Source: an optimization exercise on an open RTL-to-GDS flow (aim: small area, a short achievable clock period and few clock cycles per item). Production flows keep margins and buffers that such runs may drop. Only simulation tests tie the RTL to the original design; equivalence was not proved. Power and IR drop assume default switching activity.

==> design/flow/design.v <==
module fetch_prefetch_buffer (
   input  logic        clock,
   input  logic        reset,
   input  logic        redirect,
   input  logic [63:0] redirect_pc,
   output logic        mem_req,
   output logic [63:0] mem_addr,
   input  logic        mem_gnt,
   input  logic        mem_resp_valid,
   input  logic [63:0] mem_resp_data,
   input  logic        mem_resp_error,
   output logic        out_valid,
   input  logic        out_ready,
   output logic [63:0] out_pc,
   output logic [7:0]  out_ibyte,
   output logic [71:0] out_ibytes,
   output logic [3:0]  out_len,
   output logic        out_imem_error
);
   logic [60:0] line_q;            
   logic [2:0]  off_q;             
   logic [63:0] s0_q, s1_q, s2_q;  
   logic [2:0]  g_q;               
   logic        f_q;               
   logic        pend_q;            
   logic        stale_q;           
   logic        halted_q;
   logic [1:0]  ahead_q;           
   logic        l2_q, l9_q, l10_q, halt_q;    
   logic        need1_q, need2_q;            
   logic        fr1_q, fr2_q;                
   logic [135:0] win;
   logic [191:0] wfull;
   logic [79:0]  ibytes;
   logic [4:0]   pos;
   logic [71:0]  nwin;
   logic [3:0]   nib_next, nib_resp, nib;
   logic         normal_valid, xfer, c1, c2, resp, append, free, req, grant, room;
   logic [2:0]   gs, g_d;
   logic         we0, we1, we2;
   logic [2:0]   off_n;
   logic         load_cls;
   logic         pend_d, stale_d;
   logic         d2, d9, d10, dlast, dhi;
   always_comb begin
      win    = {s2_q[7:0], s1_q, s0_q};
      wfull  = {s2_q, s1_q, s0_q};
      ibytes = win[8*off_q +: 80];
      normal_valid = need2_q ? g_q[2] : (need1_q ? g_q[1] : g_q[0]);
      xfer   = normal_valid && out_ready && !redirect;
      c1     = xfer && fr1_q;
      c2     = xfer && fr2_q;
      gs     = c2 ? {2'b00, g_q[2]} : (c1 ? {1'b0, g_q[2:1]} : g_q);
      resp   = pend_q && mem_resp_valid;
      append = resp && !stale_q;
      free   = !pend_q || mem_resp_valid;
      room   = (pend_q && !stale_q) ? !g_q[1] : !g_q[2];
      if (redirect) req = free;
      else          req = free && !f_q && !halted_q && !(append && mem_resp_error) && (room || c1 || c2);
      grant  = req && mem_gnt;
      we0    = append && !gs[0];
      we1    = append && gs[0] && !gs[1];
      we2    = append && gs[1];
      g_d    = (append && !mem_resp_error) ? {gs[1:0], 1'b1} : gs;
      pos    = {2'b00, off_q} + ((l2_q || l10_q) ? 5'd2 : 5'd1) + ((l9_q || l10_q) ? 5'd8 : 5'd0);
      off_n  = xfer ? pos[2:0] : off_q;
      for (int i = 0; i < 18; i++) nwin[4*i +: 4] = wfull[8*i + 4 +: 4];
      nib_next = nwin[4*pos +: 4];
      nib_resp = mem_resp_data[8*off_n + 4 +: 4];
      load_cls = (xfer && gs[0]) || we0;
      nib      = (xfer && gs[0]) ? nib_next : nib_resp;
      d2     = nib == 4'h2 || nib == 4'h6 || nib == 4'hA || nib == 4'hB;
      d9     = nib == 4'h7 || nib == 4'h8;
      d10    = nib == 4'h3 || nib == 4'h4 || nib == 4'h5;
      dlast  = off_n == 3'd7;
      dhi    = off_n[2] && off_n[1];
      pend_d  = grant || (pend_q && !mem_resp_valid);
      stale_d = redirect ? (pend_q && !mem_resp_valid) : (stale_q && !resp);
   end
   always_comb begin
      mem_req        = req && !reset;
      mem_addr       = redirect ? {redirect_pc[63:3], 3'b000} : {line_q + {59'd0, ahead_q}, 3'b000};
      out_valid      = !reset && (normal_valid || f_q);
      out_pc         = {line_q, off_q};
      out_ibyte      = ibytes[7:0];
      out_ibytes     = ibytes[79:8];
      out_len        = normal_valid ? (l10_q ? 4'd10 : l9_q ? 4'd9 : l2_q ? 4'd2 : 4'd1) : 4'd1;
      out_imem_error = !normal_valid && f_q;
   end
   always_ff @(posedge clock) begin
      if (we0)     s0_q <= mem_resp_data;
      else if (c1) s0_q <= s1_q;
      else if (c2) s0_q <= s2_q;
      if (we1)     s1_q <= mem_resp_data;
      else if (c1) s1_q <= s2_q;
      if (we2)     s2_q <= mem_resp_data;
      if (load_cls) begin
         l2_q    <= d2;
         l9_q    <= d9;
         l10_q   <= d10;
         halt_q  <= nib == 4'h0;
         need2_q <= d10 && dlast;
         need1_q <= d9 || d10 || (d2 && dlast);
         fr2_q   <= (d9 && dlast) || (d10 && dhi);
         fr1_q   <= !((d9 && dlast) || (d10 && dhi)) && (d9 || d10 || (d2 && dhi) || dlast);
      end
   end
   always_ff @(posedge clock) begin
      if (reset) begin
         line_q   <= '0;
         off_q    <= '0;
         g_q      <= '0;
         f_q      <= 1'b0;
         pend_q   <= 1'b0;
         stale_q  <= 1'b0;
         halted_q <= 1'b0;
         ahead_q  <= '0;
      end else if (redirect) begin
         line_q   <= redirect_pc[63:3];
         off_q    <= redirect_pc[2:0];
         g_q      <= '0;
         f_q      <= 1'b0;
         pend_q   <= pend_d;
         stale_q  <= stale_d;
         halted_q <= 1'b0;
         ahead_q  <= {1'b0, grant};
      end else begin
         if (xfer) begin
            line_q <= line_q + {59'd0, c2, c1};
            off_q  <= pos[2:0];
         end
         g_q      <= g_d;
         f_q      <= f_q || (append && mem_resp_error);
         pend_q   <= pend_d;
         stale_q  <= stale_d;
         halted_q <= halted_q || (xfer && halt_q);
         ahead_q  <= {1'b0, g_d[0]} + {1'b0, g_d[1]} + {1'b0, g_d[2]} + {1'b0, pend_d && !stale_d};
      end
   end
endmodule
==> design/flow/run.sh <==
#!/bin/bash
# synth_recipe.tcl (not shown) runs the flow's synth.tcl, then flattens the netlist and writes it again
# the make line also repeats each setting of config.mk as NAME=value (left out here)
make -C /OpenROAD-flow-scripts/flow DESIGN_CONFIG=/design/flow/config.mk WORK_HOME=/design/flow/orfs CLKGATE_MAP_FILE= SYNTH_SCRIPT=/design/flow/synth_recipe.tcl finish
==> design/flow/config.mk <==
export PLATFORM = sky130hd
export DESIGN_NAME = fetch_prefetch_buffer
export DESIGN_NICKNAME = fetch_prefetch_buffer
export VERILOG_FILES = /design/flow/design.v
export SDC_FILE = /design/flow/constraint.sdc
export NUM_CORES = 4
export LEC_CHECK = 0
export CAP_MARGIN = 20
export CORE_MARGIN = 2
export CORE_UTILIZATION = 25
export SETUP_SLACK_MARGIN = 3.5
export SLEW_MARGIN = 20
==> design/flow/constraint.sdc <==
create_clock -name core_clock -period 7.0 [get_ports {clock}]
set_input_delay 1.4000 -clock core_clock [delete_from_list [all_inputs] [get_ports {clock}]]
set_output_delay 1.4000 -clock core_clock [all_outputs]
set_load 0.01 [all_outputs]
==> qor.csv, run 1 <==
stage;metric;value;unit
cts;cts_hold_buf;0;
worst_setup_path;r2r_slack;2990;ps
sta;setup_ws;2510;ps
outcome;status;finished clean;
drt;vias_per_cell;5.44;
die;row_count;99;
die;core-area;72800;um^2
global_route;grt_pass1_vias;18600;
sta;fmax;223;MHz
logic_synthesis;synthFlopType;edfxtp_1;
drt;dr.pass1.iters;5;
die;die-width;275;um
logic_synthesis;yosysMostFrequentCell;nand2_1;
worst_hold_path;min_path_cells;2;
worst_hold_path;min_from;halted_q$_SDFF_PP0_;
drt;wl_per_cell;24.8;um
global_route;grt_max_degree;79;
die;initial_core_util;25.2;%
final_layout;finish.utilization;41.6;%
cts;cts-htree-levels;2;
worst_setup_path;critPathArrivalTime;3090;ps
place;placed_cells;3125;
drt;drc;0;
logic_synthesis;synth_top_family_by_area;multiplexers;
drt;via_count;19200;
run;cap_violations;0;
cts;tritoncts;yes;
logic_synthesis;yosysTopAreaCellShare;32.7;%
logic_synthesis;synth-xor-area-share;5.49;%
logic_synthesis;muxShareOfSynthArea;20.5;%
worst_setup_path;crit_fanout;3;
drt;wirelength;87500;um
worst_setup_path;endpoint_kind;output port;
logic_synthesis;syn_inst;1930;
logic_synthesis;synth_common_cells;nand2_1 (305), edfxtp_1 (200), mux2i_1 (197);
sta;slew_violations;0;
sta;fin_worst_skew;18.0;ps
logic_synthesis;yosysTopAreaCell;edfxtp_1;
cts;cts.sinks;273;
power_and_ir_drop;finalPower;5.10;mW
sta;setup_viol;0;
sta;worst_pin_slew;815;ps
cts;cts_root_buffer;clkbuf_16;
logic_synthesis;synthesis.area;18300;um^2
logic_synthesis;synth_edf_count;200;
logic_synthesis;synth_area_leaders;edfxtp_1 (33%), mux2i_1 (11%), dfxtp_1 (8.0%), nand2_1 (6.2%), mux2_2 (6.1%);
power_and_ir_drop;ir_drop;0.159;mV
logic_synthesis;synthAdderAreaFrac;0.982;%
final_layout;nNetsFinal;2690;
worst_setup_path;startpoint_type;register;
cts;clockBufferDepth;3;
worst_setup_path;worstReg2RegStart;l10_q$_DFFE_PP_;
cts;numCtsBuffers;36;
sta;min_period_over_period;64.2;%
drt;ant_nets;0;
sta;finalHoldViolations;0;
die;dieHeight;275;um
place;port_buffers;345;
die;die_area;75600;um^2
sta;rsz0062_at_grt;true;
global_route;grt_pass1_wl;122000;um
logic_synthesis;synth.distinct_cells;70;
cts;clk_pin_slew_worst_paths;60;ps
sta;min_period;4490;ps
worst_setup_path;r2r-end;fr2_q$_DFFE_PP_;
logic_synthesis;ys_seq_area_share;40.7;%
place;dp.final_hpwl;52600;um
logic_synthesis;syn_area_per_cell;9.50;um^2
final_layout;drive_above_1_share;46.1;%
place;place_ws;1680;ps
final_layout;syn2layout_area_growth;65.2;%
global_route;grt_remaining_overflow;0;
final_layout;fin_cells;3533;
cts;insertion_delay;560;ps
drt;first_iter_violations;1818;
logic_synthesis;synth_simple_gate_area_share;16.1;%
sta;tns;0;ps
worst_hold_path;min_path_type;register to register;
logic_synthesis;async_flop_share;0;%
die;top_level_ports;350;
logic_synthesis;synth_compound_area_share;12.5;%
power_and_ir_drop;pwr_density_cell;168;nW/um^2
place;place.gp.congestion;0.931;
worst_hold_path;whs_endpoint;halted_q$_SDFF_PP0_;
sta;slew_headroom;45.7;%
logic_synthesis;ys_ff_latch;273;
worst_setup_path;cp.required;5600;ps
global_route;grtUsageTotal;21.4;%
logic_synthesis;yosysWarnings;1;
global_route;antenna_found_initial;15;
worst_setup_path;r2r_cells;17;
power_and_ir_drop;p_leak;11.0;nW
worst_setup_path;path_class;register to output port;
==> per-layer routing <==
layer	part of all wire [%]	up-vias	GRT usage, %
met3	12	248	6.77
met5	0.12	-	0
li1	-	8266	-
met2	46	1261	34.3
met4	3.9	16	6.66
met1	38	9411	27.3
==> repair_timing <==
| action | CTS | global route |
|---|---|---|
| endpoints found under the setup margin | 544 | 405 |
| setup buffers | 214 | 94 |
| resized for setup | 1245 | 321 |
| pin swaps | 172 | 166 |
| cloned | 27 | 4 |
| hold endpoints to repair | 0 | 0 |
==> sequential cells by signal, indices dropped and copies added, names as in the netlist, 2 cells and up <==
register  flops
ahead_q       2
s1_q         64
s2_q         64
s0_q         64
g_q           3
off_q         3
line_q       61
==> worst max-delay path by stage <==
stage                      startpoint  cells after the start           endpoint
2_1_floorplan                redirect                      8  s2_q[0]$_DFFE_PP_
3_3_place_gp   line_q[0]$_SDFFE_PP0P_                     13       mem_addr[49]
3_5_place_dp   line_q[1]$_SDFFE_PP0P_                     12       mem_addr[49]
4_1_cts         ahead_q[0]$_SDFF_PP0_                     15       mem_addr[53]
5_1_grt         ahead_q[0]$_SDFF_PP0_                     15       mem_addr[49]
6_report        ahead_q[0]$_SDFF_PP0_                     15       mem_addr[49]
==> cells in the final DEF (no fill, tap or decap), types with 51 or more instances in the layout <==
cell / netlist / routed
nand2_1: 305 / 254
edfxtp_1: 200 / 200
buf_4: 4 / 185
clkdlybuf4s50_1: 0 / 184
mux2i_1: 197 / 130
buf_6: 2 / 128
nor2_1: 164 / 112
buf_2: 18 / 104
o21ai_0: 136 / 80
mux2_2: 100 / 65
a21oi_2: 0 / 56
a21oi_1: 114 / 51
==> per-stage QoR <==
stage	instance area, um^2	hold WS [ps]
finish	30300	481
global route	30300	509
CTS	28200	480
detailed placement	22800	464
global placement	22800	456
floorplan	18500	437
==> critical path, stage by stage, from the launching register on <==
cell and delay, ps:
dfxtp_2 350, ha_4 150, inv_2 40, fa_2 380
nor2_4 130, nand3_4 110, nor3_4 160, nand4_1 180
buf_4 200, nor2_4 120, buf_6 160, nand2_4 80
nor2_4 90, xnor2_1 120, mux2i_1 100, buf_2 170
==> kinds of logic (layout without fill, tap and decap cells) <==
group,count (synthesis),after routing
other,1,8
muxes,327,327
xor gates and xnor gates,112,112
AOI/OAI and AO/OA,372,372
adders and majority gates,12,12
DFF,273,273
buffers and inverters,164,798
and+or+nand+nor,669,672
==> power breakdown <==
part	total [mW]	internal [mW]	switching, mW
clock network	1.82	1.06	0.764
logic	1.40	0.683	0.719
registers	1.87	1.79	0.0833
==> area by class of cell <==
class / instances / area (um^2)
antenna: 4 / 10.0
clock buffer: 46 / 1010
clock inverter: 19 / 134
fill: 6735 / 42500
inverter: 26 / 138
multi-input combinational: 1499 / 13000
sequential: 273 / 7590
tap: 959 / 1200
timing repair buffer: 702 / 7180
timing repair inverter: 5 / 43.8
Testbench counts, summed over its fixed seeds: cycles 27,317, items 12,000.
==> inputs of run 2 (changes only) <==
--- a/design/flow/design.v
+++ b/design/flow/design.v
@@ -42,6 +42,8 @@
    logic         load_cls;
    logic         pend_d, stale_d;
    logic         d2, d9, d10, dlast, dhi;
+   logic [57:0]  hi_inc, pre;
+   logic [3:0]   lo_pc, lo_fl;
    always_comb begin
       win    = {s2_q[7:0], s1_q, s0_q};
       wfull  = {s2_q, s1_q, s0_q};
@@ -74,12 +76,18 @@
       d10    = nib == 4'h3 || nib == 4'h4 || nib == 4'h5;
       dlast  = off_n == 3'd7;
       dhi    = off_n[2] && off_n[1];
+      pre = line_q[60:3];
+      for (int k = 1; k < 58; k = k * 2)
+         for (int i = 57; i >= k; i--) pre[i] = pre[i] & pre[i-k];
+      hi_inc  = line_q[60:3] ^ {pre[56:0], 1'b1};
+      lo_pc   = {1'b0, line_q[2:0]} + {2'b00, c2, c1};
+      lo_fl   = {1'b0, line_q[2:0]} + {2'b00, ahead_q};
       pend_d  = grant || (pend_q && !mem_resp_valid);
       stale_d = redirect ? (pend_q && !mem_resp_valid) : (stale_q && !resp);
    end
    always_comb begin
       mem_req        = req && !reset;
-      mem_addr       = redirect ? {redirect_pc[63:3], 3'b000} : {line_q + {59'd0, ahead_q}, 3'b000};
+      mem_addr       = redirect ? {redirect_pc[63:3], 3'b000} : {lo_fl[3] ? hi_inc : line_q[60:3], lo_fl[2:0], 3'b000};
       out_valid      = !reset && (normal_valid || f_q);
       out_pc         = {line_q, off_q};
       out_ibyte      = ibytes[7:0];
@@ -126,7 +134,7 @@
          ahead_q  <= {1'b0, grant};
       end else begin
          if (xfer) begin
-            line_q <= line_q + {59'd0, c2, c1};
+            line_q <= {lo_pc[3] ? hi_inc : line_q[60:3], lo_pc[2:0]};
             off_q  <= pos[2:0];
          end
          g_q      <= g_d;
==> design/flow/flow/run.sh (new file) <==
#!/bin/bash
# The standard layout (standard.sh: the standard flow's own ORFS run, unchanged synthesis), with one
# change: the buffers placed on the input and output ports are plain buf_2 cells instead of
# the delay cells that buffer_ports picks by default. Every port still gets its buffer.
set -euo pipefail
export BUFFER_PORTS_ARGS="-buffer_cell sky130_fd_sc_hd__buf_2"
bash standard.sh finish > standard_flow.log 2>&1
==> design/flow/standard.sh (new file) <==
#!/bin/bash
# synth_recipe.tcl (not shown) runs the flow's synth.tcl, then flattens the netlist and writes it again
# the make line also repeats each setting of config.mk as NAME=value (left out here)
make -C /OpenROAD-flow-scripts/flow DESIGN_CONFIG=/design/flow/config.mk WORK_HOME=/design/flow/orfs CLKGATE_MAP_FILE= SYNTH_SCRIPT=/design/flow/synth_recipe.tcl "${@:-finish}"
--- a/design/flow/config.mk
+++ b/design/flow/config.mk
@@ -7,6 +7,6 @@
 export LEC_CHECK = 0
 export CAP_MARGIN = 20
 export CORE_MARGIN = 2
-export CORE_UTILIZATION = 25
-export SETUP_SLACK_MARGIN = 3.5
+export CORE_UTILIZATION = 45
+export SETUP_SLACK_MARGIN = 3.0
 export SLEW_MARGIN = 20
removed: design/flow/run.sh
==> run 2 against run 1 <==
Net effect: synthesized area increased by 1.2%; still clean; total power decreased by 17%; synthesized cell count increased by 2.5%; highest routed layer unchanged; flip-flop and latch count unchanged.
==> qor.csv, run 2 <==
stage;metric;value;unit
logic_synthesis;synth_area_leaders;edfxtp_1 (32%), mux2i_1 (11%), dfxtp_1 (7.9%), mux2_2 (7.8%), nand2_1 (5.5%);
place;port_buffers;345;
final_layout;register_area;7610;um^2
drt;ant_nets;0;
power_and_ir_drop;clkPwrFrac;36.2;%
final_layout;layout_commonest_cell;buf_2;
sta;rsz0062_at_grt;true;
worst_setup_path;worstReg2RegStart;l10_q$_DFFE_PP_;
place;place.gp.congestion;0.875;
sta;timing.hold.ws;530;ps
cts;clk_pin_slew_worst_paths;60;ps
global_route;antenna_found_initial;10;
global_route;grt_pass1_wl;96300;um
power_and_ir_drop;ir_drop;0.185;mV
die;top_level_ports;350;
logic_synthesis;synthFlopType;edfxtp_1;
worst_setup_path;crit_fanout;5;
die;die-width;207;um
power_and_ir_drop;p_sw_share;29.8;%
die;dieHeight;207;um
cts;cts.sinks;273;
logic_synthesis;yosysTopAreaCellShare;32.4;%
power_and_ir_drop;p_leak;9.36;nW
drt;wl_per_cell;22.4;um
drt;drc;0;
cts;cts_hold_buf;0;
logic_synthesis;yosysTopAreaCell;edfxtp_1;
drt;via_count;17000;
outcome;status;finished clean;
worst_hold_path;min_from;halted_q$_SDFF_PP0_;
logic_synthesis;syn_inst;1978;
sta;slew_headroom;34.0;%
global_route;grt_pass1_vias;16000;
die;row_count;74;
logic_synthesis;synthesis.area;18600;um^2
worst_setup_path;startpoint_type;register;
run;cap_violations;0;
power_and_ir_drop;p_comb_share;20.2;%
final_layout;reg_top3;s0_q (64), s1_q (64), s2_q (64);
sta;finalHoldViolations;0;
global_route;grt_max_degree;113;
sta;min_period;4240;ps
sta;worst_pin_slew;990;ps
place;dpl_cell_area;20500;um^2
final_layout;fillers;3533;
final_layout;nNetsFinal;2479;
worst_setup_path;r2r-end;fr1_q$_DFFE_PP_;
sta;fin_worst_skew;16.0;ps
worst_setup_path;cp.required;5600;ps
cts;clockBufferDepth;3;
power_and_ir_drop;pwr_density_cell;180;nW/um^2
die;initial_core_util;45.5;%
final_layout;multi_input_area;11200;um^2
place;placed_cells;2730;
drt;dr.pass1.iters;6;
worst_hold_path;whs_endpoint;halted_q$_SDFF_PP0_;
cts;cts-htree-levels;1;
logic_synthesis;yosysMostFrequentCell;nand2_1;
final_layout;design_area;23500;um^2
power_and_ir_drop;sequentialPowerShare;43.6;%
final_layout;drive_above_1_share;35.6;%
worst_setup_path;endpoint_kind;output port;
drt;first_iter_violations;1533;
cts;tritoncts;yes;
worst_setup_path;r2r_slack;3150;ps
worst_setup_path;path_class;register to output port;
die;core-area;40700;um^2
worst_setup_path;r2r_cells;15;
drt;wirelength;64900;um
cts;cts_root_buffer;clkbuf_16;
final_layout;fin_cells;2895;
logic_synthesis;ys_ff_latch;273;
cts;insertion_delay;590;ps
cts;numCtsBuffers;31;
place;dp.final_hpwl;42100;um
sta;min_period_over_period;60.6;%
power_and_ir_drop;p_sw;1.25;mW
logic_synthesis;yosysWarnings;1;
logic_synthesis;synth_edf_count;200;
worst_setup_path;critPathArrivalTime;2840;ps
sta;tns;0;ps
global_route;grtUsageTotal;28.4;%
drt;vias_per_cell;5.88;
sta;setup_viol;0;
global_route;grt_remaining_overflow;0;
logic_synthesis;async_flop_share;0;%
worst_hold_path;min_path_cells;2;
worst_hold_path;min_path_type;register to register;
sta;fmax;236;MHz
logic_synthesis;synth_common_cells;nand2_1 (270), mux2i_1 (208), nor2_1 (207);
logic_synthesis;synth.distinct_cells;75;
final_layout;final_cell_mix;buf_2 (341), nand2_1 (258), mux2i_1 (206);
logic_synthesis;ys_seq_area_share;40.2;%
logic_synthesis;syn_area_per_cell;9.38;um^2
sta;slew_violations;0;
final_layout;syn2layout_area_growth;26.4;%
die;die_area;42900;um^2
power_and_ir_drop;power.internal;2.96;mW
[run 2: power by group through the flow]
stage	Sequential [mW]	Clock [mW]	Combinational [mW]
after detailed placement	1.88	0	0.744
after floorplan	1.86	0	0.469
after global routing	1.84	1.61	0.921
after global placement	1.88	0	0.737
final	1.84	1.53	0.852
after CTS	1.83	1.55	0.822
[run 2: metal layers]
layer	track usage [%]	vias up	wire [um]
li1	-	7890	-
met3	5.46	112	6100
met4	7.44	8	1590
met2	44.4	801	29500
met5	0	-	49
met1	40.3	8224	27700
[run 2: layout make-up]
class / count / area share (%)
Antenna cell: 7 / 0.0747
Timing Repair Buffer: 460 / 12.6
Clock buffer: 44 / 3.60
Inverter: 24 / 0.507
Sequential cell: 273 / 32.4
Multi-Input combinational cell: 1541 / 47.6
Timing Repair inverter: 1 / 0.0480
Clock inverter: 13 / 0.299
Tap cell: 532 / 2.84
[run 2: kinds of logic after synthesis]
family	count (synthesis)	synth area share (%)
AO/OA/AOI/OAI	378	12.1
XOR/XNOR	106	5.10
adder cells (fa/ha/maj)	12	0.971
buffers and inverters	172	3.96
flip-flops	273	40.2
multiplexers	356	21.2
other	1	0.0202
AND/OR/NAND/NOR	680	16.4
[run 2: timing repair]
| item | in CTS | in global routing |
|---|---|---|
| gates resized for setup | 212 | 101 |
| pin swaps | 53 | 62 |
| setup buffers | 66 | 24 |
| cloned | 8 | 3 |
| setup endpoints to repair | 283 | 183 |
[run 2: worst max-delay path: stages (launching register included)]
cell,delay (ps)
dfxtp_4,360
nand3_4,80
or3_4,430
nor4_4,150
buf_6,180
nand3_4,80
nor2_4,140
buf_4,140
nand3_4,110
nor3_4,160
xnor2_1,100
a21oi_2,170
buf_2,160
[run 2: stage by stage]
| stage | power, mW | setup slack [ps] | utilization, % |
|---|---|---|---|
| floorplan | 2.33 | 2390 | - |
| global placement | 2.62 | 1620 | 50.4 |
| detailed placement | 2.63 | 1600 | 50.4 |
| CTS | 4.20 | 2760 | 56.1 |
| global route | 4.37 | 2610 | 57.6 |
| finish | 4.22 | 2760 | 57.6 |
[run 2: worst max-delay path by stage]
stage / startpoint / endpoint / slack, ps / cells after the start
2_1_floorplan: redirect / s2_q[0]$_DFFE_PP_ / 2390 / 6
3_3_place_gp: redirect / s1_q[18]$_DFFE_PP_ / 1620 / 9
3_5_place_dp: redirect / s1_q[11]$_DFFE_PP_ / 1600 / 9
4_1_cts: line_q[25]$_SDFFE_PP0P_ / mem_addr[61] / 2760 / 12
5_1_grt: line_q[31]$_SDFFE_PP0P_ / mem_addr[61] / 2610 / 12
6_report: line_q[25]$_SDFFE_PP0P_ / mem_addr[61] / 2760 / 12
Testbench counts of run 2, summed over its fixed seeds: cycles 27,317, items 12,000.
==> inputs of run 3 (changes only) <==
--- a/design/flow/design.v
+++ b/design/flow/design.v
@@ -27,6 +27,7 @@
    logic        halted_q;
    logic [1:0]  ahead_q;           
    logic        l2_q, l9_q, l10_q, halt_q;    
+   logic        uc_q;                        
    logic        need1_q, need2_q;            
    logic        fr1_q, fr2_q;                
    logic [135:0] win;
@@ -58,7 +59,7 @@
       free   = !pend_q || mem_resp_valid;
       room   = (pend_q && !stale_q) ? !g_q[1] : !g_q[2];
       if (redirect) req = free;
-      else          req = free && !f_q && !halted_q && !(append && mem_resp_error) && (room || c1 || c2);
+      else          req = free && !f_q && !halted_q && !(normal_valid && uc_q) && !(append && mem_resp_error) && (room || c1 || c2);
       grant  = req && mem_gnt;
       we0    = append && !gs[0];
       we1    = append && gs[0] && !gs[1];
@@ -107,6 +108,7 @@
          l9_q    <= d9;
          l10_q   <= d10;
          halt_q  <= nib == 4'h0;
+         uc_q    <= nib == 4'h0 || nib == 4'h8 || nib == 4'h9;
          need2_q <= d10 && dlast;
          need1_q <= d9 || d10 || (d2 && dlast);
          fr2_q   <= (d9 && dlast) || (d10 && dhi);
==> run 3 against run 2 <==
Net effect: largest power group unchanged; cell area grew 1.2%; sequential share of layout area shrank 0.40 points; worst hold slack lost 62 ps; combinational power grew 9.6%; setup slack gained 61 ps.
==> qor.csv, run 3 <==
stage;metric;value;unit
drt;wirelength;69100;um
worst_setup_path;startpoint_type;register;
global_route;grt_pass1_vias;16000;
global_route;grt_max_degree;102;
worst_hold_path;min_path_type;register to register;
final_layout;drive_above_1_share;33.6;%
sta;fmax;239;MHz
die;row_count;73;
global_route;grt_pass1_wl;98400;um
cts;clockBufferDepth;3;
sta;min_period_over_period;59.7;%
logic_synthesis;yosysTopAreaCell;edfxtp_1;
logic_synthesis;yosysWarnings;1;
sta;fin_worst_skew;23.9;ps
die;core-area;39800;um^2
worst_setup_path;cp.required;5600;ps
die;die-width;205;um
outcome;status;finished clean;
drt;first_iter_violations;1827;
global_route;grt_remaining_overflow;0;
logic_synthesis;ys_seq_area_share;41.2;%
die;dieHeight;205;um
worst_setup_path;critPathArrivalTime;2780;ps
logic_synthesis;synthFlopType;edfxtp_1;
final_layout;final_cell_mix;nand2_1 (364), buf_2 (342), nor2_1 (215);
logic_synthesis;syn_area_per_cell;8.94;um^2
sta;slew_violations;0;
sta;tns;0;ps
logic_synthesis;muxShareOfSynthArea;19.3;%
global_route;use_met1;41.9;%
cts;insertion_delay;550;ps
global_route;top_usage_layer;met2;
worst_hold_path;min_from;halted_q$_SDFF_PP0_;
sta;finalHoldViolations;0;
power_and_ir_drop;pwr_density_cell;195;nW/um^2
logic_synthesis;yosysMostFrequentCell;nand2_1;
logic_synthesis;synthAdderAreaFrac;0.990;%
logic_synthesis;synth_simple_gate_area_share;18.5;%
cts;cts_hold_buf;0;
place;port_buffers;345;
cts;cts.sinks;274;
worst_setup_path;r2r_cells;16;
drt;vias_per_cell;5.87;
power_and_ir_drop;finalPower;4.63;mW
power_and_ir_drop;p_leak;9.50;nW
logic_synthesis;synth.distinct_cells;59;
worst_setup_path;endpoint_kind;output port;
global_route;use_met2;48.4;%
worst_setup_path;r2r-end;fr1_q$_DFFE_PP_;
worst_setup_path;worstReg2RegStart;l2_q$_DFFE_PP_;
logic_synthesis;synth-xor-area-share;5.14;%
final_layout;reg_top3;s0_q (64), s1_q (64), s2_q (64);
worst_setup_path;path_class;register to output port;
logic_synthesis;synth_compound_area_share;11.2;%
place;place.gp.congestion;0.959;
drt;drc;0;
global_route;grt_use_met3;6.67;%
global_route;grtUsageTotal;31.0;%
die;initial_core_util;45.7;%
cts;cts_root_buffer;clkbuf_16;
run;cap_violations;0;
die;top_level_ports;350;
drt;ant_nets;0;
drt;dr.pass1.iters;8;
drt;wl_per_cell;23.3;um
logic_synthesis;syn_inst;2037;
die;die_area;42100;um^2
logic_synthesis;synth_area_leaders;edfxtp_1 (33%), mux2i_1 (11%), dfxtp_1 (8.0%), nand2_1 (7.7%), mux2_2 (5.6%);
logic_synthesis;synthesis.area;18200;um^2
cts;clk_pin_slew_worst_paths;60;ps
sta;min_period;4180;ps
cts;numCtsBuffers;34;
logic_synthesis;yosysTopAreaCellShare;33.2;%
global_route;antenna_found_initial;10;
worst_setup_path;crit_fanout;8;
sta;setup_viol;0;
logic_synthesis;synth_edf_count;201;
worst_setup_path;r2r_slack;2990;ps
drt;via_count;17400;
worst_hold_path;min_path_cells;2;
sta;rsz0062_at_grt;true;
logic_synthesis;synth_common_cells;nand2_1 (374), nor2_1 (238), mux2i_1 (204);
worst_hold_path;whs_endpoint;halted_q$_SDFF_PP0_;
sta;timing.hold.ws;468;ps
final_layout;nNetsFinal;2563;
sta;worst_pin_slew;1020;ps
place;dp.final_hpwl;46100;um
logic_synthesis;ys_ff_latch;274;
logic_synthesis;synth_top_family_by_area;multiplexers;
logic_synthesis;async_flop_share;0;%
final_layout;syn2layout_area_growth;30.5;%
sta;slew_headroom;32.0;%
cts;cts-htree-levels;2;
power_and_ir_drop;ir_drop;0.174;mV
cts;tritoncts;yes;
final_layout;layout_commonest_cell;nand2_1;
## run 3: changes by cell type in the layout (fill, tap and decap cells not counted), sizes merged, moves of 8 or more
cell,previous run,this run
nand2,274,375
nand3,75,87
mux2,132,91
a311oi,16,8
nor2,212,239
xor2,50,62
a211oi,45,23
o211ai,10,0
xnor2,56,44
or3,22,10
buf,454,479
## run 3: worst max path at each step
stage / end / slack, ps / cells past startpoint / from
finish: mem_addr[58] / 2820 / 10 / line_q[32]$_SDFFE_PP0P_
CTS: mem_addr[58] / 2770 / 11 / line_q[14]$_SDFFE_PP0P_
detailed placement: s1_q[25]$_DFFE_PP_ / 1810 / 14 / redirect
global route: mem_addr[58] / 2710 / 10 / line_q[33]$_SDFFE_PP0P_
global placement: s1_q[50]$_DFFE_PP_ / 1820 / 14 / redirect
floorplan: s2_q[0]$_DFFE_PP_ / 2510 / 7 / redirect
## run 3: through the flow
| stage | std cells | cell area (um^2) | setup slack (ps) | utilization (%) |
|---|---|---|---|---|
| global placement | 2787 | 20300 | 1820 | 51.0 |
| finish | 2969 | 23800 | 2820 | 59.6 |
| floorplan | 2040 | 18300 | 2510 | - |
| CTS | 2920 | 23000 | 2770 | 57.7 |
| detailed placement | 2787 | 20300 | 1810 | 51.0 |
| global route | 2966 | 23700 | 2710 | 59.6 |
## run 3: repair_timing
action | CTS | global route
endpoints found under the setup margin | 311 | 162
cloned | 6 | 4
buffers inserted | 69 | 39
pin swaps | 44 | 67
resized for setup | 217 | 89
## run 3: cells by family after synthesis
| family | Yosys count |
|---|---|
| muxes | 315 |
| xor gates and xnor gates | 106 |
| AOI/OAI and AO/OA | 354 |
| DFF | 274 |
| other | 1 |
| and+or+nand+nor | 805 |
| adders and majority gates | 12 |
| buffers and inverters | 170 |
## run 3: worst max-delay path: stages (launching register included)
cell and delay (ps):
dfxtp_4 440, nand4_1 160, nor2_1 200, and2_2 240
nand3_2 190, nor4_4 250, buf_6 190, nand3_2 80
xor2_1 170, a21oi_2 160, buf_2 150
## run 3: metal layers
layer / vias to the layer above / part of all wire, %
li1: 8011 / -
met1: 8319 / 41
met2: 953 / 46
met3: 151 / 9.3
met4: 4 / 4.1
met5: - / 0.036
## run 3: cell type report
type / instances / area [um^2]
Timing Repair Buffer: 485 / 3270
Fill cell: 3506 / 16100
Antenna cell: 6 / 15.0
Tap cell: 525 / 657
Inverter: 22 / 123
Clock inverter: 10 / 154
Sequential cell: 274 / 7610
Multi-Input combinational cell: 1599 / 10900
Clock buffer: 48 / 975
## run 3: where the power goes
group / total (mW) / switching (mW) / internal (mW)
sequential: 1.87 / 0.0807 / 1.79
combinational: 0.934 / 0.543 / 0.391
clock: 1.82 / 0.709 / 1.12
total: 4.63 / 1.33 / 3.30
Testbench counts of run 3, summed over its fixed seeds: cycles 26,875, items 12,000.
==> inputs of run 4 (changes only) <==
--- a/design/flow/design.v
+++ b/design/flow/design.v
@@ -27,6 +27,7 @@
    logic        halted_q;
    logic [1:0]  ahead_q;           
    logic        l2_q, l9_q, l10_q, halt_q;    
+   logic        tv_q;              
    logic        uc_q;                        
    logic        need1_q, need2_q;            
    logic        fr1_q, fr2_q;                
@@ -43,8 +44,11 @@
    logic         load_cls;
    logic         pend_d, stale_d;
    logic         d2, d9, d10, dlast, dhi;
-   logic [57:0]  hi_inc, pre;
-   logic [3:0]   lo_pc, lo_fl;
+   localparam int K  = 8;
+   localparam int TW = 61 - K;
+   logic [TW-1:0] top_inc, pre;
+   logic [K:0]    lo_pc, lo_fl;
+   logic          xblk, load_t, req_ok;
    always_comb begin
       win    = {s2_q[7:0], s1_q, s0_q};
       wfull  = {s2_q, s1_q, s0_q};
@@ -58,8 +62,11 @@
       append = resp && !stale_q;
       free   = !pend_q || mem_resp_valid;
       room   = (pend_q && !stale_q) ? !g_q[1] : !g_q[2];
-      if (redirect) req = free;
-      else          req = free && !f_q && !halted_q && !(normal_valid && uc_q) && !(append && mem_resp_error) && (room || c1 || c2);
+      lo_fl   = {1'b0, line_q[K-1:0]} + {{(K-1){1'b0}}, ahead_q};
+      xblk   = lo_fl[K];
+      req_ok = !f_q && !halted_q && !(normal_valid && uc_q) && (!xblk || tv_q);
+      req    = free && (redirect || (req_ok && !(append && mem_resp_error) &&
+                                     (room || (normal_valid && out_ready && (fr1_q || fr2_q)))));
       grant  = req && mem_gnt;
       we0    = append && !gs[0];
       we1    = append && gs[0] && !gs[1];
@@ -77,18 +84,18 @@
       d10    = nib == 4'h3 || nib == 4'h4 || nib == 4'h5;
       dlast  = off_n == 3'd7;
       dhi    = off_n[2] && off_n[1];
-      pre = line_q[60:3];
-      for (int k = 1; k < 58; k = k * 2)
-         for (int i = 57; i >= k; i--) pre[i] = pre[i] & pre[i-k];
-      hi_inc  = line_q[60:3] ^ {pre[56:0], 1'b1};
-      lo_pc   = {1'b0, line_q[2:0]} + {2'b00, c2, c1};
-      lo_fl   = {1'b0, line_q[2:0]} + {2'b00, ahead_q};
+      pre = line_q[60:K];
+      for (int k = 1; k < TW; k = k * 2)
+         for (int i = TW - 1; i >= k; i--) pre[i] = pre[i] & pre[i-k];
+      top_inc = line_q[60:K] ^ {pre[TW-2:0], 1'b1};
+      lo_pc   = {1'b0, line_q[K-1:0]} + {{(K-1){1'b0}}, c2, c1};
+      load_t  = (xblk || &line_q[K-1:2]) && !tv_q && !g_q[2] && !we2;
       pend_d  = grant || (pend_q && !mem_resp_valid);
       stale_d = redirect ? (pend_q && !mem_resp_valid) : (stale_q && !resp);
    end
    always_comb begin
       mem_req        = req && !reset;
-      mem_addr       = redirect ? {redirect_pc[63:3], 3'b000} : {lo_fl[3] ? hi_inc : line_q[60:3], lo_fl[2:0], 3'b000};
+      mem_addr       = redirect ? {redirect_pc[63:3], 3'b000} : {xblk ? s2_q[TW-1:0] : line_q[60:K], lo_fl[K-1:0], 3'b000};
       out_valid      = !reset && (normal_valid || f_q);
       out_pc         = {line_q, off_q};
       out_ibyte      = ibytes[7:0];
@@ -102,7 +109,8 @@
       else if (c2) s0_q <= s2_q;
       if (we1)     s1_q <= mem_resp_data;
       else if (c1) s1_q <= s2_q;
-      if (we2)     s2_q <= mem_resp_data;
+      if (we2)         s2_q <= mem_resp_data;
+      else if (load_t) s2_q[TW-1:0] <= top_inc;
       if (load_cls) begin
          l2_q    <= d2;
          l9_q    <= d9;
@@ -124,6 +132,7 @@
          pend_q   <= 1'b0;
          stale_q  <= 1'b0;
          halted_q <= 1'b0;
+         tv_q     <= 1'b0;
          ahead_q  <= '0;
       end else if (redirect) begin
          line_q   <= redirect_pc[63:3];
@@ -133,10 +142,11 @@
          pend_q   <= pend_d;
          stale_q  <= stale_d;
          halted_q <= 1'b0;
+         tv_q     <= 1'b0;
          ahead_q  <= {1'b0, grant};
       end else begin
          if (xfer) begin
-            line_q <= {lo_pc[3] ? hi_inc : line_q[60:3], lo_pc[2:0]};
+            line_q <= {lo_pc[K] ? top_inc : line_q[60:K], lo_pc[K-1:0]};
             off_q  <= pos[2:0];
          end
          g_q      <= g_d;
@@ -144,6 +154,7 @@
          pend_q   <= pend_d;
          stale_q  <= stale_d;
          halted_q <= halted_q || (xfer && halt_q);
+         tv_q     <= (tv_q || load_t) && !we2 && !(xfer && lo_pc[K]);
          ahead_q  <= {1'b0, g_d[0]} + {1'b0, g_d[1]} + {1'b0, g_d[2]} + {1'b0, pend_d && !stale_d};
       end
    end
==> run 4 against run 3 <==
Net effect: combinational power is 2% lower; worst hold slack better by 62 ps; first-iteration DRC count is 16% higher; largest cell class unchanged.
==> qor.csv, run 4 <==
stage;metric;value;unit
logic_synthesis;yosysMostFrequentCell;nand2_1;
cts;insertion_delay;570;ps
logic_synthesis;synthFlopType;edfxtp_1;
place;dp.final_hpwl;52700;um
final_layout;layout_commonest_cell;nand2_1;
final_layout;drive_above_1_share;30.2;%
logic_synthesis;yosysTopAreaCell;edfxtp_1;
sta;slew_violations;0;
global_route;antenna_found_initial;1;
die;die_area;43900;um^2
die;row_count;75;
power_and_ir_drop;ir_drop;0.192;mV
drt;vias_per_cell;6.12;
cts;clk_pin_slew_worst_paths;70;ps
die;dieHeight;209;um
cts;cts_root_buffer;clkbuf_16;
worst_setup_path;startpoint_type;register;
drt;first_iter_violations;2116;
logic_synthesis;synth_common_cells;nand2_1 (386), edfxtp_1 (201), o21ai_0 (184);
logic_synthesis;syn_inst;2060;
die;core-area;41800;um^2
die;top_level_ports;350;
sta;setup_viol;0;
die;die-width;209;um
logic_synthesis;syn_area_per_cell;9.22;um^2
sta;fmax;246;MHz
worst_setup_path;crit_top_cell;buf_6;
drt;wl_per_cell;25.5;um
drt;via_count;17800;
cts;numCtsBuffers;30;
cts;cts.sinks;275;
drt;dr.pass1.iters;5;
cts;clockBufferDepth;3;
sta;min_period_over_period;58.0;%
worst_setup_path;crit_fanout;7;
worst_setup_path;critPathArrivalTime;4380;ps
logic_synthesis;synth.distinct_cells;63;
global_route;grt_max_degree;118;
power_and_ir_drop;finalPower;4.52;mW
logic_synthesis;synth_area_leaders;edfxtp_1 (32%), mux2i_1 (9.6%), dfxtp_1 (7.8%), nand2_1 (7.6%), mux2_2 (7.3%);
sta;rsz0062_at_grt;true;
worst_setup_path;cpPeakStageDelay;590;ps
final_layout;final_cell_mix;nand2_1 (383), buf_2 (344), edfxtp_1 (201);
final_layout;fillers;3872;
worst_setup_path;cp.required;7320;ps
worst_setup_path;endpoint_kind;register;
logic_synthesis;yosysTopAreaCellShare;31.8;%
logic_synthesis;ys_seq_area_share;39.6;%
outcome;status;finished clean;
logic_synthesis;synth_edf_count;201;
sta;min_period;4060;ps
place;port_buffers;345;
final_layout;register_area;7540;um^2
drt;drc;0;
global_route;grt_remaining_overflow;0;
die;initial_core_util;45.5;%
sta;finalHoldViolations;0;
power_and_ir_drop;pwr_density_cell;196;nW/um^2
global_route;grt_pass1_wl;107000;um
global_route;grtUsageTotal;32.2;%
drt;ant_nets;0;
place;place.gp.congestion;0.967;
sta;fin_worst_skew;10.3;ps
run;cap_violations;0;
sta;worst_pin_slew;920;ps
cts;tritoncts;yes;
final_layout;multi_input_area;11100;um^2
logic_synthesis;synthesis.area;19000;um^2
sta;tns;0;ps
worst_setup_path;slowest_stage;fa_2;
logic_synthesis;yosysWarnings;1;
worst_setup_path;path_class;register to register;
final_layout;syn2layout_area_growth;21.4;%
drt;wirelength;74100;um
global_route;grt_pass1_vias;16500;
cts;cts_hold_buf;0;
final_layout;reg_top3;s0_q (64), s1_q (64), s2_q (64);
logic_synthesis;async_flop_share;0;%
final_layout;nNetsFinal;2487;
worst_hold_path;min_path_type;register to register;
worst_setup_path;worstPathCellList;or2_4, inv_4, ha_4, inv_1, fa_2, buf_6, buf_6, mux4_2, mux2_4, o211ai_1, a21oi_2, a31oi_4, nor2b_1, a32o_1, a2111o_1;
cts;cts-htree-levels;1;
power_and_ir_drop;p_leak;8.92;nW
logic_synthesis;ys_ff_latch;275;
sta;slew_headroom;38.6;%
-- run 4: cell types whose count changed in the layout (fill, tap and decap cells not counted), moves of 32 or more --
cell | before | now
a31oi_1 | 10 | 48
mux2_2 | 90 | 122
nor2_1 | 215 | 131
o21ai_0 | 146 | 184
buf_4 | 96 | 47
a21oi_1 | 102 | 66
-- run 4: final cells by class --
cell class | count | area share, %
sequential | 275 | 32.7
clock inverter | 9 | 0.624
timing repair buffer | 418 | 11.3
antenna | 1 | 0.0109
clock buffer | 47 | 3.93
timing repair inverter | 1 | 0.0380
inverter | 21 | 0.450
multi-input combinational | 1593 | 48.1
tap | 539 | 2.92
-- run 4: cell families after synthesis --
kind of cell | Yosys count | synth area share (%)
AND/OR/NAND/NOR | 697 | 15.7
AO/OA/AOI/OAI | 429 | 13.7
multiplexers | 338 | 20.8
flip-flops | 275 | 39.6
buffers and inverters | 198 | 4.17
XOR/XNOR | 110 | 5.17
adder cells (fa/ha/maj) | 12 | 0.949
other | 1 | 0.0197
-- run 4: timing repair --
| item | CTS | global route |
|---|---|---|
| endpoints found under the setup margin | 377 | 192 |
| cloned | 4 | 5 |
| resized for setup | 66 | 30 |
| pin swaps | 11 | 15 |
| setup buffers | 30 | 13 |
-- run 4: power breakdown --
part / switching [mW] / leakage, nW / internal [mW]
Clock: 0.677 / 0.516 / 1.03
Combinational: 0.524 / 5.95 / 0.391
Sequential: 0.0897 / 2.45 / 1.80
Total: 1.29 / 8.92 / 3.23
-- run 4: critical path, delay by kind of cell, from the launching register on --
kind / cells / cell delay, ps
compound gates: 5 / 1200
mux: 2 / 780
fa+ha+maj: 2 / 710
simple gates: 2 / 390
flops: 1 / 380
buf+inv: 4 / 350
-- run 4: metal layers --
layer,vias up,track usage (%),routed length (um)
li1,8034,-,-
met4,0,8.40,2200
met1,8556,48.3,31900
met5,-,0,0
met3,126,5.13,7830
met2,1062,48.4,32100
-- run 4: final timing paths --
| check | start | end | slack, ps | cells after the start |
|---|---|---|---|---|
| hold reg to reg | halt_q$_DFFE_PP_ | halted_q$_SDFF_PP0_ | 530 | 2 |
| hold / removal | halt_q$_DFFE_PP_ | halted_q$_SDFF_PP0_ | 530 | 2 |
| setup / recovery | l2_q$_DFFE_PP_ | fr1_q$_DFFE_PP_ | 2940 | 15 |
| setup reg to reg | l2_q$_DFFE_PP_ | fr1_q$_DFFE_PP_ | 2940 | 15 |
-- run 4: per-stage QoR --
stage	cell area [um^2]	hold WS, ps	std cells	setup WS (ps)	util (%)
final	23100	530	2904	2940	55.2
after global routing	23100	543	2904	2800	55.2
after CTS	22800	525	2885	2960	54.5
after detailed placement	21000	463	2795	1730	50.4
after global placement	21000	451	2795	1800	50.4
after floorplan	19200	432	2063	2960	-
Testbench counts of run 4, summed over its fixed seeds: cycles 27,023, items 12,000.
==> inputs of run 5 (changes only) <==
--- a/design/flow/design.v
+++ b/design/flow/design.v
@@ -31,11 +31,9 @@
    logic        uc_q;                        
    logic        need1_q, need2_q;            
    logic        fr1_q, fr2_q;                
-   logic [135:0] win;
-   logic [191:0] wfull;
-   logic [79:0]  ibytes;
-   logic [4:0]   pos;
-   logic [71:0]  nwin;
+   logic [143:0] win;
+   logic [87:0]  ibytes;
+   logic [2:0]   pos;
    logic [3:0]   nib_next, nib_resp, nib;
    logic         normal_valid, xfer, c1, c2, resp, append, free, req, grant, room;
    logic [2:0]   gs, g_d;
@@ -47,12 +45,11 @@
    localparam int K  = 8;
    localparam int TW = 61 - K;
    logic [TW-1:0] top_inc, pre;
-   logic [K:0]    lo_pc, lo_fl;
+   logic [K:0]    lo_pc, lo_fl, lo_p1, lo_p2;
    logic          xblk, load_t, req_ok;
    always_comb begin
-      win    = {s2_q[7:0], s1_q, s0_q};
-      wfull  = {s2_q, s1_q, s0_q};
-      ibytes = win[8*off_q +: 80];
+      win    = {s2_q[15:0], s1_q, s0_q};
+      ibytes = win[8*off_q +: 88];
       normal_valid = need2_q ? g_q[2] : (need1_q ? g_q[1] : g_q[0]);
       xfer   = normal_valid && out_ready && !redirect;
       c1     = xfer && fr1_q;
@@ -72,10 +69,9 @@
       we1    = append && gs[0] && !gs[1];
       we2    = append && gs[1];
       g_d    = (append && !mem_resp_error) ? {gs[1:0], 1'b1} : gs;
-      pos    = {2'b00, off_q} + ((l2_q || l10_q) ? 5'd2 : 5'd1) + ((l9_q || l10_q) ? 5'd8 : 5'd0);
-      off_n  = xfer ? pos[2:0] : off_q;
-      for (int i = 0; i < 18; i++) nwin[4*i +: 4] = wfull[8*i + 4 +: 4];
-      nib_next = nwin[4*pos +: 4];
+      pos    = off_q + ((l2_q || l10_q) ? 3'd2 : 3'd1);
+      off_n  = xfer ? pos : off_q;
+      nib_next = l10_q ? ibytes[87:84] : l9_q ? ibytes[79:76] : l2_q ? ibytes[23:20] : ibytes[15:12];
       nib_resp = mem_resp_data[8*off_n + 4 +: 4];
       load_cls = (xfer && gs[0]) || we0;
       nib      = (xfer && gs[0]) ? nib_next : nib_resp;
@@ -88,7 +84,9 @@
       for (int k = 1; k < TW; k = k * 2)
          for (int i = TW - 1; i >= k; i--) pre[i] = pre[i] & pre[i-k];
       top_inc = line_q[60:K] ^ {pre[TW-2:0], 1'b1};
-      lo_pc   = {1'b0, line_q[K-1:0]} + {{(K-1){1'b0}}, c2, c1};
+      lo_p1   = {1'b0, line_q[K-1:0]} + 1'b1;
+      lo_p2   = {1'b0, line_q[K-1:0]} + 2'd2;
+      lo_pc   = c2 ? lo_p2 : lo_p1;
       load_t  = (xblk || &line_q[K-1:2]) && !tv_q && !g_q[2] && !we2;
       pend_d  = grant || (pend_q && !mem_resp_valid);
       stale_d = redirect ? (pend_q && !mem_resp_valid) : (stale_q && !resp);
@@ -145,16 +143,14 @@
          tv_q     <= 1'b0;
          ahead_q  <= {1'b0, grant};
       end else begin
-         if (xfer) begin
-            line_q <= {lo_pc[K] ? top_inc : line_q[60:K], lo_pc[K-1:0]};
-            off_q  <= pos[2:0];
-         end
+         if (xfer) off_q <= pos;
+         if (c1 || c2) line_q <= {lo_pc[K] ? top_inc : line_q[60:K], lo_pc[K-1:0]};
          g_q      <= g_d;
          f_q      <= f_q || (append && mem_resp_error);
          pend_q   <= pend_d;
          stale_q  <= stale_d;
          halted_q <= halted_q || (xfer && halt_q);
-         tv_q     <= (tv_q || load_t) && !we2 && !(xfer && lo_pc[K]);
+         tv_q     <= (tv_q || load_t) && !we2 && !((c1 || c2) && lo_pc[K]);
          ahead_q  <= {1'b0, g_d[0]} + {1'b0, g_d[1]} + {1'b0, g_d[2]} + {1'b0, pend_d && !stale_d};
       end
    end
==> run 5 against run 4 <==
Net effect: still clean; sequential power about the same; critical path depth decreased by 10; combinational power decreased by 14%; via count increased by 0.61%; clock-buffer cell count decreased by 7; cell count increased by 1.0%; largest cell class unchanged.
==> qor.csv, run 5 <==
stage;metric;value;unit
logic_synthesis;synth.distinct_cells;70;
power_and_ir_drop;sequentialPowerShare;42.8;%
final_layout;nNetsFinal;2514;
logic_synthesis;synthesis.area;19000;um^2
logic_synthesis;yosysWarnings;1;
die;core-area;41900;um^2
sta;tns;0;ps
drt;ant_nets;0;
final_layout;reg_top3;s0_q (64), s1_q (64), s2_q (64);
power_and_ir_drop;p_comb_share;18.0;%
logic_synthesis;synth-xor-area-share;2.90;%
sta;min_period_over_period;57.0;%
worst_hold_path;min_path_type;register to register;
outcome;status;finished clean;
logic_synthesis;async_flop_share;0;%
final_layout;drive_above_1_share;26.8;%
logic_synthesis;synthFlopType;edfxtp_1;
run;cap_violations;0;
drt;wl_per_cell;24.9;um
global_route;grt_remaining_overflow;0;
cts;clk_pin_slew_worst_paths;60;ps
die;die-width;210;um
die;dieHeight;210;um
logic_synthesis;synth_simple_gate_area_share;16.7;%
final_layout;design_area;22700;um^2
die;initial_core_util;45.5;%
sta;finalHoldViolations;0;
drt;dr.pass1.iters;7;
worst_setup_path;crit_fanout;55;
worst_setup_path;path_class;input pin to output port;
place;dpl_cell_area;21000;um^2
logic_synthesis;muxShareOfSynthArea;21.9;%
power_and_ir_drop;pwr_density_cell;193;nW/um^2
cts;cts.sinks;275;
die;top_level_ports;350;
drt;drc;0;
cts;cts-htree-levels;1;
logic_synthesis;synth_area_leaders;edfxtp_1 (32%), mux2i_1 (12%), dfxtp_1 (7.8%), o21ai_0 (7.5%), nand2_1 (7.4%);
worst_setup_path;r2r_slack;3160;ps
final_layout;register_area;7540;um^2
cts;tritoncts;yes;
power_and_ir_drop;clkPwrFrac;39.2;%
logic_synthesis;yosysTopAreaCell;edfxtp_1;
power_and_ir_drop;power.internal;3.13;mW
power_and_ir_drop;p_sw;1.25;mW
global_route;grt_max_degree;129;
logic_synthesis;synth_common_cells;nand2_1 (376), o21ai_0 (285), mux2i_1 (221);
power_and_ir_drop;p_leak;9.23;nW
sta;setup_viol;0;
final_layout;fillers;3921;
logic_synthesis;ys_ff_latch;275;
place;dp.final_hpwl;52900;um
global_route;grt_pass1_wl;106000;um
sta;slew_violations;0;
drt;vias_per_cell;6.10;
cts;insertion_delay;580;ps
global_route;grtUsageTotal;32.0;%
sta;worst_pin_slew;1030;ps
place;place.gp.congestion;0.994;
final_layout;syn2layout_area_growth;19.0;%
logic_synthesis;synth_top_family_by_area;multiplexers;
sta;fin_worst_skew;19.7;ps
power_and_ir_drop;ir_drop;0.187;mV
worst_setup_path;startpoint_type;input pin;
cts;numCtsBuffers;30;
global_route;grt_pass1_vias;16400;
drt;wirelength;73100;um
place;placed_cells;2844;
worst_setup_path;cp.required;5600;ps
die;die_area;44000;um^2
final_layout;layout_commonest_cell;nand2_1;
logic_synthesis;syn_area_per_cell;9.03;um^2
drt;first_iter_violations;1772;
worst_setup_path;critPathArrivalTime;2590;ps
final_layout;multi_input_area;11000;um^2
cts;clockBufferDepth;3;
logic_synthesis;synth_compound_area_share;14.2;%
global_route;antenna_found_initial;2;
logic_synthesis;yosysTopAreaCellShare;31.7;%
cts;cts_root_buffer;clkbuf_16;
logic_synthesis;synthAdderAreaFrac;0.775;%
drt;via_count;17900;
logic_synthesis;yosysMostFrequentCell;nand2_1;
sta;rsz0062_at_grt;true;
sta;fmax;251;MHz
power_and_ir_drop;p_sw_share;28.5;%
final_layout;fin_cells;2933;
worst_setup_path;endpoint_kind;output port;
die;row_count;75;
sta;min_period;3990;ps
sta;slew_headroom;31.0;%
place;port_buffers;345;
logic_synthesis;syn_inst;2110;
logic_synthesis;synth_edf_count;201;
power_and_ir_drop;finalPower;4.38;mW
final_layout;final_cell_mix;nand2_1 (371), buf_2 (343), o21ai_0 (275);
logic_synthesis;ys_seq_area_share;39.5;%
[run 5: cell type report]
| class | instances | share of cell area (%) |
|---|---|---|
| Clock buffer | 40 | 3.71 |
| Multi-Input combinational cell | 1654 | 48.6 |
| Inverter | 16 | 0.348 |
| Timing Repair inverter | 1 | 0.0331 |
| Clock inverter | 16 | 0.955 |
| Tap cell | 539 | 2.98 |
| Antenna cell | 1 | 0.0110 |
| Sequential cell | 275 | 33.3 |
| Timing Repair Buffer | 391 | 10.1 |
[run 5: cell families (layout without fill, tap and decap cells)]
family	count (synthesis)	in the layout
AND/OR/NAND/NOR	729	732
AO/OA/AOI/OAI	478	479
multiplexers	366	366
flip-flops	275	275
buffers and inverters	188	464
XOR/XNOR	63	63
adder cells (fa/ha/maj)	10	10
other	1	5
[run 5: path summary, 6_finish.rpt]
check             depth (start not counted)                  end                start
setup / recovery                          5         mem_addr[56]             redirect
hold / removal                            2  halted_q$_SDFF_PP0_  halted_q$_SDFF_PP0_
setup reg to reg                         12      fr1_q$_DFFE_PP_      l10_q$_DFFE_PP_
hold reg to reg                           2  halted_q$_SDFF_PP0_  halted_q$_SDFF_PP0_
[run 5: per-stage QoR]
stage | utilization, % | setup WS, ps | hold WS (ps)
after CTS | 53.7 | 2980 | 476
after floorplan | - | 3010 | 437
after detailed placement | 50.1 | 1690 | 461
final | 54.1 | 3010 | 481
after global routing | 54.1 | 2930 | 529
after global placement | 50.1 | 1830 | 463
[run 5: metal layers]
metal | global-route usage, % | share of wire, % | routed length (um) | up-vias
met3 | 4.47 | 10 | 7400 | 113
met1 | 47.5 | 43 | 31400 | 8618
met4 | 8.76 | 2.9 | 2130 | 0
li1 | - | - | - | 8188
met5 | 0 | 0 | 0 | -
met2 | 48.9 | 44 | 32200 | 968
[run 5: repair_timing]
| action | in CTS | in global routing |
|---|---|---|
| hold buffers | 0 | 0 |
| buffers inserted | 14 | 10 |
| setup endpoints to repair | 456 | 346 |
| gates resized for setup | 46 | 26 |
| cloned | 6 | 2 |
| pin swaps | 7 | 6 |
[run 5: power groups by stage]
| stage | Combinational (mW) | Sequential [mW] | Clock [mW] |
|---|---|---|---|
| 5_1_grt | 0.854 | 1.88 | 1.78 |
| 6_report | 0.789 | 1.88 | 1.72 |
| 2_1_floorplan | 0.465 | 1.88 | 0 |
| 3_3_place_gp | 0.744 | 1.91 | 0 |
| 3_5_place_dp | 0.750 | 1.91 | 0 |
| 4_1_cts | 0.781 | 1.87 | 1.72 |
[run 5: critical path, stage by stage]
cell and delay [ps]:
buf_8 290, buf_16 250, nand2_1 160, o21ai_1 220, buf_2 190
Testbench counts of run 5, summed over its fixed seeds: cycles 27,023, items 12,000.
==> inputs of run 6 (changes only) <==
--- a/design/flow/config.mk
+++ b/design/flow/config.mk
@@ -7,6 +7,6 @@
 export LEC_CHECK = 0
 export CAP_MARGIN = 20
 export CORE_MARGIN = 2
-export CORE_UTILIZATION = 45
+export CORE_UTILIZATION = 60
 export SETUP_SLACK_MARGIN = 3.0
 export SLEW_MARGIN = 20
==> run 6 against run 5 <==
Net effect: worst hold slack got worse by 8.2 ps; cell count fell by 4.3%; flip-flop and latch count did not move; cell area fell by 1.3%; critical path depth did not move; core utilization rose by 17 points; largest cell class unchanged; highest routed layer unchanged.
==> qor.csv, run 6 <==
stage;metric;value;unit
outcome;status;finished clean;
die;row_count;65;
sta;setup_viol;0;
worst_setup_path;endpoint_kind;output port;
final_layout;fillers;2536;
die;die-width;182;um
sta;min_period_over_period;57.1;%
logic_synthesis;synth_edf_count;201;
logic_synthesis;synth_area_leaders;edfxtp_1 (32%), mux2i_1 (12%), dfxtp_1 (7.8%), o21ai_0 (7.5%), nand2_1 (7.4%);
cts;numCtsBuffers;31;
drt;vias_per_cell;6.45;
drt;drc;0;
global_route;grt_max_degree;106;
sta;fin_worst_skew;27.8;ps
logic_synthesis;synthesis.area;19000;um^2
die;core-area;31400;um^2
final_layout;drive_above_1_share;26.6;%
global_route;grt_remaining_overflow;0;
logic_synthesis;yosysWarnings;1;
worst_setup_path;cp.required;5600;ps
sta;min_period;4000;ps
die;dieHeight;182;um
global_route;grt_pass1_wl;100000;um
drt;wirelength;68100;um
cts;insertion_delay;590;ps
logic_synthesis;yosysMostFrequentCell;nand2_1;
sta;slew_violations;0;
drt;ant_nets;0;
worst_setup_path;critPathArrivalTime;2600;ps
run;cap_violations;0;
sta;finalHoldViolations;0;
logic_synthesis;ys_seq_area_share;39.5;%
logic_synthesis;syn_area_per_cell;9.03;um^2
place;port_buffers;345;
worst_hold_path;min_path_type;register to register;
cts;cts_root_buffer;clkbuf_16;
worst_setup_path;path_class;input pin to output port;
final_layout;syn2layout_area_growth;17.5;%
die;die_area;33200;um^2
global_route;antenna_found_initial;1;
sta;rsz0062_at_grt;true;
cts;tritoncts;yes;
drt;dr.pass1.iters;6;
logic_synthesis;synthFlopType;edfxtp_1;
sta;worst_pin_slew;1020;ps
die;initial_core_util;60.7;%
drt;wl_per_cell;24.3;um
global_route;grtUsageTotal;39.4;%
logic_synthesis;ys_ff_latch;275;
global_route;grt_pass1_vias;16400;
logic_synthesis;async_flop_share;0;%
power_and_ir_drop;ir_drop;0.181;mV
die;top_level_ports;350;
logic_synthesis;yosysTopAreaCell;edfxtp_1;
place;dp.final_hpwl;48900;um
final_layout;nNetsFinal;2526;
logic_synthesis;yosysTopAreaCellShare;31.7;%
final_layout;final_cell_mix;nand2_1 (371), buf_2 (343), o21ai_0 (278);
sta;fmax;250;MHz
sta;slew_headroom;32.2;%
cts;cts-htree-levels;1;
cts;clk_pin_slew_worst_paths;60;ps
place;place.gp.congestion;0.943;
power_and_ir_drop;pwr_density_cell;190;nW/um^2
cts;cts_hold_buf;0;
final_layout;finish.utilization;71.3;%
sta;tns;0;ps
logic_synthesis;synth_common_cells;nand2_1 (376), o21ai_0 (285), mux2i_1 (221);
logic_synthesis;synth.distinct_cells;70;
final_layout;layout_commonest_cell;nand2_1;
worst_setup_path;startpoint_type;input pin;
logic_synthesis;syn_inst;2110;
drt;via_count;18100;
drt;first_iter_violations;2514;
power_and_ir_drop;p_leak;9.22;nW
worst_setup_path;crit_fanout;82;
cts;clockBufferDepth;3;
cts;cts.sinks;275;
final_layout;reg_top3;s0_q (64), s1_q (64), s2_q (64);
[run 6: through the flow]
step                      hold WS (ps)  power, mW  setup WS (ps)  instance area [um^2]  instances
after floorplan                    437       2.34           3010                 19100       2113
after detailed placement           456       2.64           1920                 20800       2711
after global routing               519       4.37           2970                 22400       2807
after CTS                          470       4.20           3000                 22000       2775
after global placement             466       2.63           2040                 20800       2711
final                              473       4.24           3000                 22400       2807
[run 6: cell type report]
class | instances | area (um^2) | area share (%)
Tap cell | 402 | 503 | 2.25
Timing Repair Buffer | 402 | 2340 | 10.5
Multi-Input combinational cell | 1654 | 11000 | 49.0
Clock buffer | 43 | 841 | 3.76
Timing Repair inverter | 1 | 7.51 | 0.0336
Antenna cell | 1 | 2.50 | 0.0112
Clock inverter | 13 | 115 | 0.515
Sequential cell | 275 | 7530 | 33.7
Inverter | 16 | 70.1 | 0.313
[run 6: worst max-delay path, cell delays in order]
cell and delay (ps):
buf_8 270, buf_16 320, nand2_1 190, o21ai_0 160, buf_2 190
[run 6: report_power, final]
| group | total (mW) | switching [mW] | leakage, nW | internal [mW] |
|---|---|---|---|---|
| Clock | 1.59 | 0.685 | 0.465 | 0.904 |
| Combinational | 0.775 | 0.464 | 6.30 | 0.311 |
| Sequential | 1.87 | 0.0773 | 2.45 | 1.80 |
| Total | 4.24 | 1.23 | 9.22 | 3.01 |
[run 6: metal layers]
layer / GRT usage, % / wire (um)
met3: 6.90 / 9010
met4: 9.10 / 1660
met2: 60.4 / 30000
met5: 0 / 0
met1: 58.5 / 27500
[run 6: timing repair]
| action | 4_1_cts | 5_1_grt |
|---|---|---|
| setup buffers | 4 | 29 |
| resized for setup | 45 | 23 |
| cloned | 4 | 2 |
| pin swaps | 3 | 8 |
| endpoints found under the setup margin | 182 | 251 |
[run 6: final timing paths]
kind	start	endpoint	slack [ps]	cells past startpoint
worst min-delay path	halted_q$_SDFF_PP0_	halted_q$_SDFF_PP0_	470	2
worst max register to register	l2_q$_DFFE_PP_	fr2_q$_DFFE_PP_	3190	12
worst min register to register	halted_q$_SDFF_PP0_	halted_q$_SDFF_PP0_	470	2
worst max-delay path	redirect	mem_addr[38]	3000	5
[run 6: cells by family (layout without fill, tap and decap cells)]
group                    count (synthesis)  after routing  synth area share, %
multiplexers                           366            366                 21.9
XOR/XNOR                                63             63                 2.90
other                                    1              5               0.0197
flip-flops                             275            275                 39.5
AO/OA/AOI/OAI                          478            479                 14.2
adder cells (fa/ha/maj)                 10             10                0.775
AND/OR/NAND/NOR                        729            732                 16.7
buffers and inverters                  188            475                 4.13

==> what the ideal ports hide <==
In the flow no input, the clock included, has a driving cell. The finished layouts below were timed again as built, in two steps. Step 1 sets driving cells, clkbuf_16 on the clock port and buf_2 on the other inputs (assumed; they add their load-dependent delay and slew). Step 2 also shifts input and output timing later by t, the mid clock arrival at the registers, as if the neighbouring blocks saw the same clock. a / b / c = ideal ports / drivers / drivers and shift; a / b = the first two.
| run | shift t [ns] | setup slack, ns | hold WS [ns] |
|---|---|---|---|
| run 1 | 0.595 | 2.509 / 2.456 / 2.409 | 0.481 / 0.481 / 0.481 |
| run 2 | 0.636 | 2.758 / 2.705 / 2.493 | 0.530 / 0.530 / 0.530 |
| run 3 | 0.592 | 2.819 / 2.764 / 2.482 | 0.468 / 0.468 / 0.468 |
| run 4 | 0.619 | 2.937 / 2.937 / 2.397 | 0.530 / 0.530 / 0.530 |
| run 5 | 0.626 | 3.009 / 2.956 / 2.516 | 0.481 / 0.481 / 0.481 |
| run 6 | 0.626 | 3.001 / 2.951 / 2.511 | 0.473 / 0.473 / 0.473 |
After both steps every run listed still meets setup and hold. The setup slack of run 4, which loses most, moves by 0.000 ns with the drivers and by -0.540 ns with both steps.
